Context: an optimization exercise on an open-source flow, tuned for small area and a short achievable clock period. The choices shown serve that exercise and are no tape-out recipe.
In this exercise RTL edits were held to simulation tests only and were not proved equivalent to the original.
No activity file was given, so power comes from the tool's default toggle rates.

Setup of north:
==> flow/design.v <==
package vliwPkg;
	typedef logic [32-1:0] word_t;
	typedef logic [5-1:0] regIdx_t;
	typedef logic [32-1:0] instr_t;
	typedef logic [16-1:0] instrC_t;
	typedef enum logic [1:0]
	{
		aluAdd = 2'd0,
		aluAnd = 2'd1,
		aluSra = 2'd2,
		aluOr  = 2'd3
	} aluOp_e;
	typedef enum logic
	{
		cSrcMove = 1'b0,
		cSrcImm  = 1'b1
	} cSrc_e;
endpackage
module bypassInv
(
	input  logic           selC,
	input  logic           selM,
	input  logic           selN,
	input  vliwPkg::word_t dC,
	input  vliwPkg::word_t dM,
	input  vliwPkg::word_t dN,
	output vliwPkg::word_t outN
);
	assign outN = ~(({32{selC}} & dC) | ({32{selM}} & dM) | ({32{selN}} & dN));
endmodule
module addProp
(
	input  vliwPkg::word_t a,
	input  vliwPkg::word_t b,
	output vliwPkg::word_t p
);
	assign p = a ^ b;
endmodule
module addGen
(
	input  vliwPkg::word_t a,
	input  vliwPkg::word_t b,
	output vliwPkg::word_t g
);
	assign g = a & b;
endmodule
module addLevel #(parameter int D = 1)
(
	input  vliwPkg::word_t         gIn,
	input  vliwPkg::word_t         pIn,
	output logic [32-1:D]  gOut,
	output logic [32-1:2*D] pOut
);
	for (genvar i = D; i < 32; i++)
	begin : g_g
		assign gOut[i] = gIn[i] | (pIn[i] & gIn[i-D]);
	end
	for (genvar i = 2 * D; i < 32; i++)
	begin : g_p
		assign pOut[i] = pIn[i] & pIn[i-D];
	end
endmodule
module addLevelLast #(parameter int D = 16)
(
	input  vliwPkg::word_t         gIn,
	input  vliwPkg::word_t         pIn,
	output logic [32-1:D]  gOut
);
	for (genvar i = D; i < 32; i++)
	begin : g_g
		assign gOut[i] = gIn[i] | (pIn[i] & gIn[i-D]);
	end
endmodule
module addSum
(
	input  vliwPkg::word_t p,
	input  vliwPkg::word_t carry,
	output vliwPkg::word_t s
);
	assign s = p ^ {carry[32-2:0], 1'b0};
endmodule
module ksAdd
(
	input  vliwPkg::word_t a,
	input  vliwPkg::word_t b,
	output vliwPkg::word_t g,
	output vliwPkg::word_t s
);
	vliwPkg::word_t p;
	vliwPkg::word_t g1, g2, g4, g8, g16;
	vliwPkg::word_t p1, p2, p4, p8;
	addProp i_prop (.a(a), .b(b), .p(p));
	addGen  i_gen  (.a(a), .b(b), .g(g));
	assign g1[0]     = g[0];
	assign g2[1:0]   = g1[1:0];
	assign g4[3:0]   = g2[3:0];
	assign g8[7:0]   = g4[7:0];
	assign g16[15:0] = g8[15:0];
	assign p1[1:0]   = '0;
	assign p2[3:0]   = '0;
	assign p4[7:0]   = '0;
	assign p8[15:0]  = '0;
	addLevel #(.D(1))     i_l1  (.gIn(g),  .pIn(p),  .gOut(g1[31:1]),  .pOut(p1[31:2]));
	addLevel #(.D(2))     i_l2  (.gIn(g1), .pIn(p1), .gOut(g2[31:2]),  .pOut(p2[31:4]));
	addLevel #(.D(4))     i_l4  (.gIn(g2), .pIn(p2), .gOut(g4[31:4]),  .pOut(p4[31:8]));
	addLevel #(.D(8))     i_l8  (.gIn(g4), .pIn(p4), .gOut(g8[31:8]),  .pOut(p8[31:16]));
	addLevelLast #(.D(16)) i_l16 (.gIn(g8), .pIn(p8), .gOut(g16[31:16]));
	addSum i_sum (.p(p), .carry(g16), .s(s));
endmodule
module vliwCore
(
	input  logic             clk,
	input  logic             reset,
	input  logic             bundleValid,
	input  vliwPkg::instr_t  instr,
	input  vliwPkg::instrC_t instrC,
	output logic             resultValid,
	output logic             wbWrite,
	output vliwPkg::regIdx_t wbReg,
	output vliwPkg::word_t   wbData,
	output logic             wbWriteC,
	output vliwPkg::regIdx_t wbRegC,
	output vliwPkg::word_t   wbDataC
);
	vliwPkg::word_t mem [32];
	vliwPkg::word_t fwdN, fwdCN, fwd, fwdC;
	assign fwd  = ~fwdN;
	assign fwdC = ~fwdCN;
	logic mainWins;
	assign mainWins = wbWrite && !(wbWriteC && (wbRegC == wbReg));
	always_ff @(posedge clk)
	begin
		if (reset)
		begin
			for (int r = 0; r < 32; r++)
			begin
				mem[r] <= '0;
			end
		end
		else
		begin
			if (mainWins)
			begin
				mem[wbReg] <= fwd;
			end
			if (wbWriteC)
			begin
				mem[wbRegC] <= fwdC;
			end
		end
	end
	logic isAdd, isAnd, isSra, isMv, isLi;
	vliwPkg::regIdx_t rs1, rs2, rsC;
	assign isAdd = (instr[6:0] == 7'b0110011);
	assign isAnd = (instr[6:0] == 7'b0010011) && (instr[14:12] == 3'b110);
	assign isSra = (instr[6:0] == 7'b0010011) && (instr[14:12] == 3'b101);
	assign isMv  = (instrC[1:0] == 2'b10);
	assign isLi  = (instrC[1:0] == 2'b01);
	assign rs1 = instr[19:15];
	assign rs2 = instr[24:20];
	assign rsC = instrC[6:2];
	vliwPkg::word_t rawA, rawB, rawC;
	assign rawA = mem[rs1];
	assign rawB = mem[rs2];
	assign rawC = mem[rsC];
	function automatic vliwPkg::word_t bypass(vliwPkg::regIdx_t src, vliwPkg::word_t raw);
		if (wbWriteC && (wbRegC == src))
			bypass = fwdC;
		else if (wbWrite && (wbReg == src))
			bypass = fwd;
		else
			bypass = raw;
	endfunction
	vliwPkg::word_t opA1, opB1, opC1;
	always_comb
	begin
		opA1 = bypass(rs1, rawA);
		opB1 = bypass(rs2, rawB);
		opC1 = bypass(rsC, rawC);
	end
	logic             validQ, writeQ, writeCQ;
	logic             andQ, sraQ;
	vliwPkg::regIdx_t rdQ, rdCQ;
	vliwPkg::word_t   aQN, bQN, cQ;
	logic             hitAC, hitAM, hitAN, hitBC, hitBM, hitBN, hitCC, hitCM;
	always_ff @(posedge clk)
	begin
		if (reset)
		begin
			validQ  <= 1'b0;
			writeQ  <= 1'b0;
			writeCQ <= 1'b0;
		end
		else
		begin
			validQ  <= bundleValid;
			writeQ  <= bundleValid && (isAdd || isAnd || isSra);
			writeCQ <= bundleValid && (isMv || isLi);
		end
	end
	always_ff @(posedge clk)
	begin
		andQ  <= isAnd;
		sraQ  <= isSra;
		rdQ   <= instr[11:7];
		rdCQ  <= instrC[11:7];
		aQN   <= ~opA1;
		bQN   <= ~(isAdd ? opB1 : {{(32-12){instr[31]}}, instr[31:20]});
		cQ    <= isLi ? {{(32-6){instrC[12]}}, instrC[12], instrC[6:2]} : opC1;
		hitAC <= writeCQ && (rdCQ == rs1);
		hitAM <= writeQ && (rdQ == rs1) && !(writeCQ && (rdCQ == rs1));
		hitBC <= isAdd && writeCQ && (rdCQ == rs2);
		hitBM <= isAdd && writeQ && (rdQ == rs2) && !(writeCQ && (rdCQ == rs2));
		hitAN <= !(writeCQ && (rdCQ == rs1)) && !(writeQ && (rdQ == rs1));
		hitBN <= !(isAdd && writeCQ && (rdCQ == rs2)) && !(isAdd && writeQ && (rdQ == rs2));
		hitCC <= !isLi && writeCQ && (rdCQ == rsC);
		hitCM <= !isLi && writeQ && (rdQ == rsC) && !(writeCQ && (rdCQ == rsC));
	end
	vliwPkg::word_t opA, opB, opC, andResult, sum, aluResult;
	bypassInv i_bypA (.selC(hitAC), .selM(hitAM), .selN(hitAN),
		.dC(fwdCN), .dM(fwdN), .dN(aQN), .outN(opA));
	bypassInv i_bypB (.selC(hitBC), .selM(hitBM), .selN(hitBN),
		.dC(fwdCN), .dM(fwdN), .dN(bQN), .outN(opB));
	ksAdd i_add (.a(opA), .b(opB), .g(andResult), .s(sum));
	always_comb
	begin
		opC = hitCC ? fwdC : (hitCM ? fwd : cQ);
		if (sraQ)
			aluResult = vliwPkg::word_t'($signed(opA) >>> ~bQN[4:0]);
		else if (andQ)
			aluResult = andResult;
		else
			aluResult = sum;
	end
	always_ff @(posedge clk)
	begin
		if (reset)
		begin
			resultValid <= 1'b0;
			wbWrite     <= 1'b0;
			wbWriteC    <= 1'b0;
		end
		else
		begin
			resultValid <= validQ;
			wbWrite     <= writeQ;
			wbWriteC    <= writeCQ;
		end
	end
	always_ff @(posedge clk)
	begin
		wbReg   <= rdQ;
		wbData  <= aluResult;
		wbRegC  <= rdCQ;
		wbDataC <= opC;
		fwdN    <= ~aluResult;
		fwdCN   <= ~opC;
	end
endmodule
export LEC_CHECK = 0
export CAP_MARGIN = 20
export CORE_MARGIN = 2
export CORE_UTILIZATION = 35
export PLACE_DENSITY = 0.45
export SETUP_SLACK_MARGIN = 2.9
export SLEW_MARGIN = 20
export SYNTH_HIERARCHICAL = 1
export TNS_END_PERCENT = 10
create_clock -name core_clock -period 6.0 [get_ports {clk}]
standard.sh (not shown) runs the stock make flow with config.mk's settings and CLKGATE_MAP_FILE= SYNTH_SCRIPT=/design/flow/synth_recipe.tcl, a recipe that flattens the netlist after the stock synthesis.
==> flow/flow/run.sh <==
#!/bin/bash
set -euo pipefail
bash standard.sh MATCH_CELL_FOOTPRINT=0 \
	'BUFFER_PORTS_ARGS=-buffer_cell sky130_fd_sc_hd__buf_4' \
	finish > standard.log 2>&1
The inputs of south differ from those of north as listed below.
-- flow/design.v --
<<< north, line 31
module addProp
(
	input  vliwPkg::word_t a,
	input  vliwPkg::word_t b,
	output vliwPkg::word_t p
);
	assign p = a ^ b;
endmodule
module addGen
(
	input  vliwPkg::word_t a,
	input  vliwPkg::word_t b,
	output vliwPkg::word_t g
);
	assign g = a & b;
endmodule
module addLevel #(parameter int D = 1)
>>> south, line 31
module addProp
(
	input  vliwPkg::word_t aN,
	input  vliwPkg::word_t bN,
	output vliwPkg::word_t p
);
	assign p = aN ^ bN;
endmodule
module addGen
(
	input  vliwPkg::word_t aN,
	input  vliwPkg::word_t bN,
	output vliwPkg::word_t g
);
	assign g = ~(aN | bN);
endmodule
module addLevel #(parameter int D = 1)
<<< north, line 82
module ksAdd
(
	input  vliwPkg::word_t a,
	input  vliwPkg::word_t b,
	output vliwPkg::word_t g,
	output vliwPkg::word_t s
>>> south, line 82
module ksAdd
(
	input  vliwPkg::word_t aN,
	input  vliwPkg::word_t bN,
	output vliwPkg::word_t g,
	output vliwPkg::word_t s
<<< north, line 90
	vliwPkg::word_t g1, g2, g4, g8, g16;
	vliwPkg::word_t p1, p2, p4, p8;
	addProp i_prop (.a(a), .b(b), .p(p));
	addGen  i_gen  (.a(a), .b(b), .g(g));
	assign g1[0]     = g[0];
	assign g2[1:0]   = g1[1:0];
>>> south, line 90
	vliwPkg::word_t g1, g2, g4, g8, g16;
	vliwPkg::word_t p1, p2, p4, p8;
	addProp i_prop (.aN(aN), .bN(bN), .p(p));
	addGen  i_gen  (.aN(aN), .bN(bN), .g(g));
	assign g1[0]     = g[0];
	assign g2[1:0]   = g1[1:0];
<<< north, line 124
);
	vliwPkg::word_t mem [32];
	vliwPkg::word_t fwdN, fwdCN, fwd, fwdC;
	assign fwd  = ~fwdN;
	assign fwdC = ~fwdCN;
	logic mainWins;
	assign mainWins = wbWrite && !(wbWriteC && (wbRegC == wbReg));
>>> south, line 124
);
	vliwPkg::word_t mem [32];
	logic mainWins;
	assign mainWins = wbWrite && !(wbWriteC && (wbRegC == wbReg));
<<< north, line 142
			if (mainWins)
			begin
				mem[wbReg] <= fwd;
			end
			if (wbWriteC)
			begin
				mem[wbRegC] <= fwdC;
			end
		end
>>> south, line 139
			if (mainWins)
			begin
				mem[wbReg] <= wbData;
			end
			if (wbWriteC)
			begin
				mem[wbRegC] <= wbDataC;
			end
		end
<<< north, line 166
	function automatic vliwPkg::word_t bypass(vliwPkg::regIdx_t src, vliwPkg::word_t raw);
		if (wbWriteC && (wbRegC == src))
			bypass = fwdC;
		else if (wbWrite && (wbReg == src))
			bypass = fwd;
		else
			bypass = raw;
>>> south, line 163
	function automatic vliwPkg::word_t bypass(vliwPkg::regIdx_t src, vliwPkg::word_t raw);
		if (wbWriteC && (wbRegC == src))
			bypass = wbDataC;
		else if (wbWrite && (wbReg == src))
			bypass = wbData;
		else
			bypass = raw;
<<< north, line 182
	logic             andQ, sraQ;
	vliwPkg::regIdx_t rdQ, rdCQ;
	vliwPkg::word_t   aQN, bQN, cQ;
	logic             hitAC, hitAM, hitAN, hitBC, hitBM, hitBN, hitCC, hitCM;
	always_ff @(posedge clk)
>>> south, line 179
	logic             andQ, sraQ;
	vliwPkg::regIdx_t rdQ, rdCQ;
	vliwPkg::word_t   aQ, bQ, cQ;
	logic             hitAC, hitAM, hitAN, hitBC, hitBM, hitBN, hitCC, hitCM;
	always_ff @(posedge clk)
<<< north, line 205
		rdQ   <= instr[11:7];
		rdCQ  <= instrC[11:7];
		aQN   <= ~opA1;
		bQN   <= ~(isAdd ? opB1 : {{(32-12){instr[31]}}, instr[31:20]});
		cQ    <= isLi ? {{(32-6){instrC[12]}}, instrC[12], instrC[6:2]} : opC1;
		hitAC <= writeCQ && (rdCQ == rs1);
>>> south, line 202
		rdQ   <= instr[11:7];
		rdCQ  <= instrC[11:7];
		aQ    <= opA1;
		bQ    <= isAdd ? opB1 : {{(32-12){instr[31]}}, instr[31:20]};
		cQ    <= isLi ? {{(32-6){instrC[12]}}, instrC[12], instrC[6:2]} : opC1;
		hitAC <= writeCQ && (rdCQ == rs1);
<<< north, line 217
		hitCM <= !isLi && writeQ && (rdQ == rsC) && !(writeCQ && (rdCQ == rsC));
	end
	vliwPkg::word_t opA, opB, opC, andResult, sum, aluResult;
	bypassInv i_bypA (.selC(hitAC), .selM(hitAM), .selN(hitAN),
		.dC(fwdCN), .dM(fwdN), .dN(aQN), .outN(opA));
	bypassInv i_bypB (.selC(hitBC), .selM(hitBM), .selN(hitBN),
		.dC(fwdCN), .dM(fwdN), .dN(bQN), .outN(opB));
	ksAdd i_add (.a(opA), .b(opB), .g(andResult), .s(sum));
	always_comb
	begin
		opC = hitCC ? fwdC : (hitCM ? fwd : cQ);
		if (sraQ)
			aluResult = vliwPkg::word_t'($signed(opA) >>> ~bQN[4:0]);
		else if (andQ)
			aluResult = andResult;
>>> south, line 214
		hitCM <= !isLi && writeQ && (rdQ == rsC) && !(writeCQ && (rdCQ == rsC));
	end
	vliwPkg::word_t opAN, opBN, opC, andResult, sum, aluResult;
	bypassInv i_bypA (.selC(hitAC), .selM(hitAM), .selN(hitAN),
		.dC(wbDataC), .dM(wbData), .dN(aQ), .outN(opAN));
	bypassInv i_bypB (.selC(hitBC), .selM(hitBM), .selN(hitBN),
		.dC(wbDataC), .dM(wbData), .dN(bQ), .outN(opBN));
	ksAdd i_add (.aN(opAN), .bN(opBN), .g(andResult), .s(sum));
	always_comb
	begin
		opC = hitCC ? wbDataC : (hitCM ? wbData : cQ);
		if (sraQ)
			aluResult = vliwPkg::word_t'($signed(~opAN) >>> bQ[4:0]);
		else if (andQ)
			aluResult = andResult;
<<< north, line 254
		wbRegC  <= rdCQ;
		wbDataC <= opC;
		fwdN    <= ~aluResult;
		fwdCN   <= ~opC;
	end
endmodule
>>> south, line 251
		wbRegC  <= rdCQ;
		wbDataC <= opC;
	end
endmodule
==> notes.md <==
Between north and south, overall global routing resource usage increased. Lower floorplan row count among north and south: north. Compared with north, in south combinational share of power lost 1.5 points; total routed wirelength increased by 32 mm relative to the old numbers; register-to-register setup slack increased 40 ps; flip-flop and latch count moved down; synthesized instance count picked up an extra 138. south — smallest setup slack after layout 160 ps higher, north as reference. Against north as the reference, south delivers a higher detailed route wirelength on metal3. Looking only at half-perimeter wire length of the detailed placement result, and setting everything else aside, the lower value of north and south goes to north. Any difference in antenna diode count between south and north is small enough to ignore. There was hardly any difference in sequential power between south and north. [south vs north] initial antenna violation count: higher in south. south ended with more area of the die than north. The final layout from north, which completed every stage, passed the timing, DRC and antenna checks at the end of the flow. south went all the way through synthesis, placement and routing and the layout is clean on timing, DRC and antenna.

[afterwards: timing with drivers on the ports]
In the flow no input, the clock included, has a driving cell. The finished layouts below were timed again as built, in two steps. Step 1 assumes that a clkbuf_16 drives the clock port and a buf_2 every other input. Step 2 times the ports against the registers' clock, not the clock port: input delays grow and output delays shrink by t, the midpoint of the rising clock arrivals with the driver on. Slacks: no drivers / after step 1 / after step 2; pairs: no drivers / after step 1.
| run | t, ns | setup slack, ns | worst data-port slew with drivers (ns) | cell pins on the clock port's net |
|---|---|---|---|---|
| north | 0.925 | 2.409 / 2.480 / 1.555 | 0.09 | 1 |
| south | 0.941 | 2.572 / 2.606 / 1.675 | 0.09 | 1 |
After both steps setup and hold are still met in every run listed. For south, which loses most, drivers alone change the setup slack by +0.034 ns; drivers and shift together by -0.897 ns.
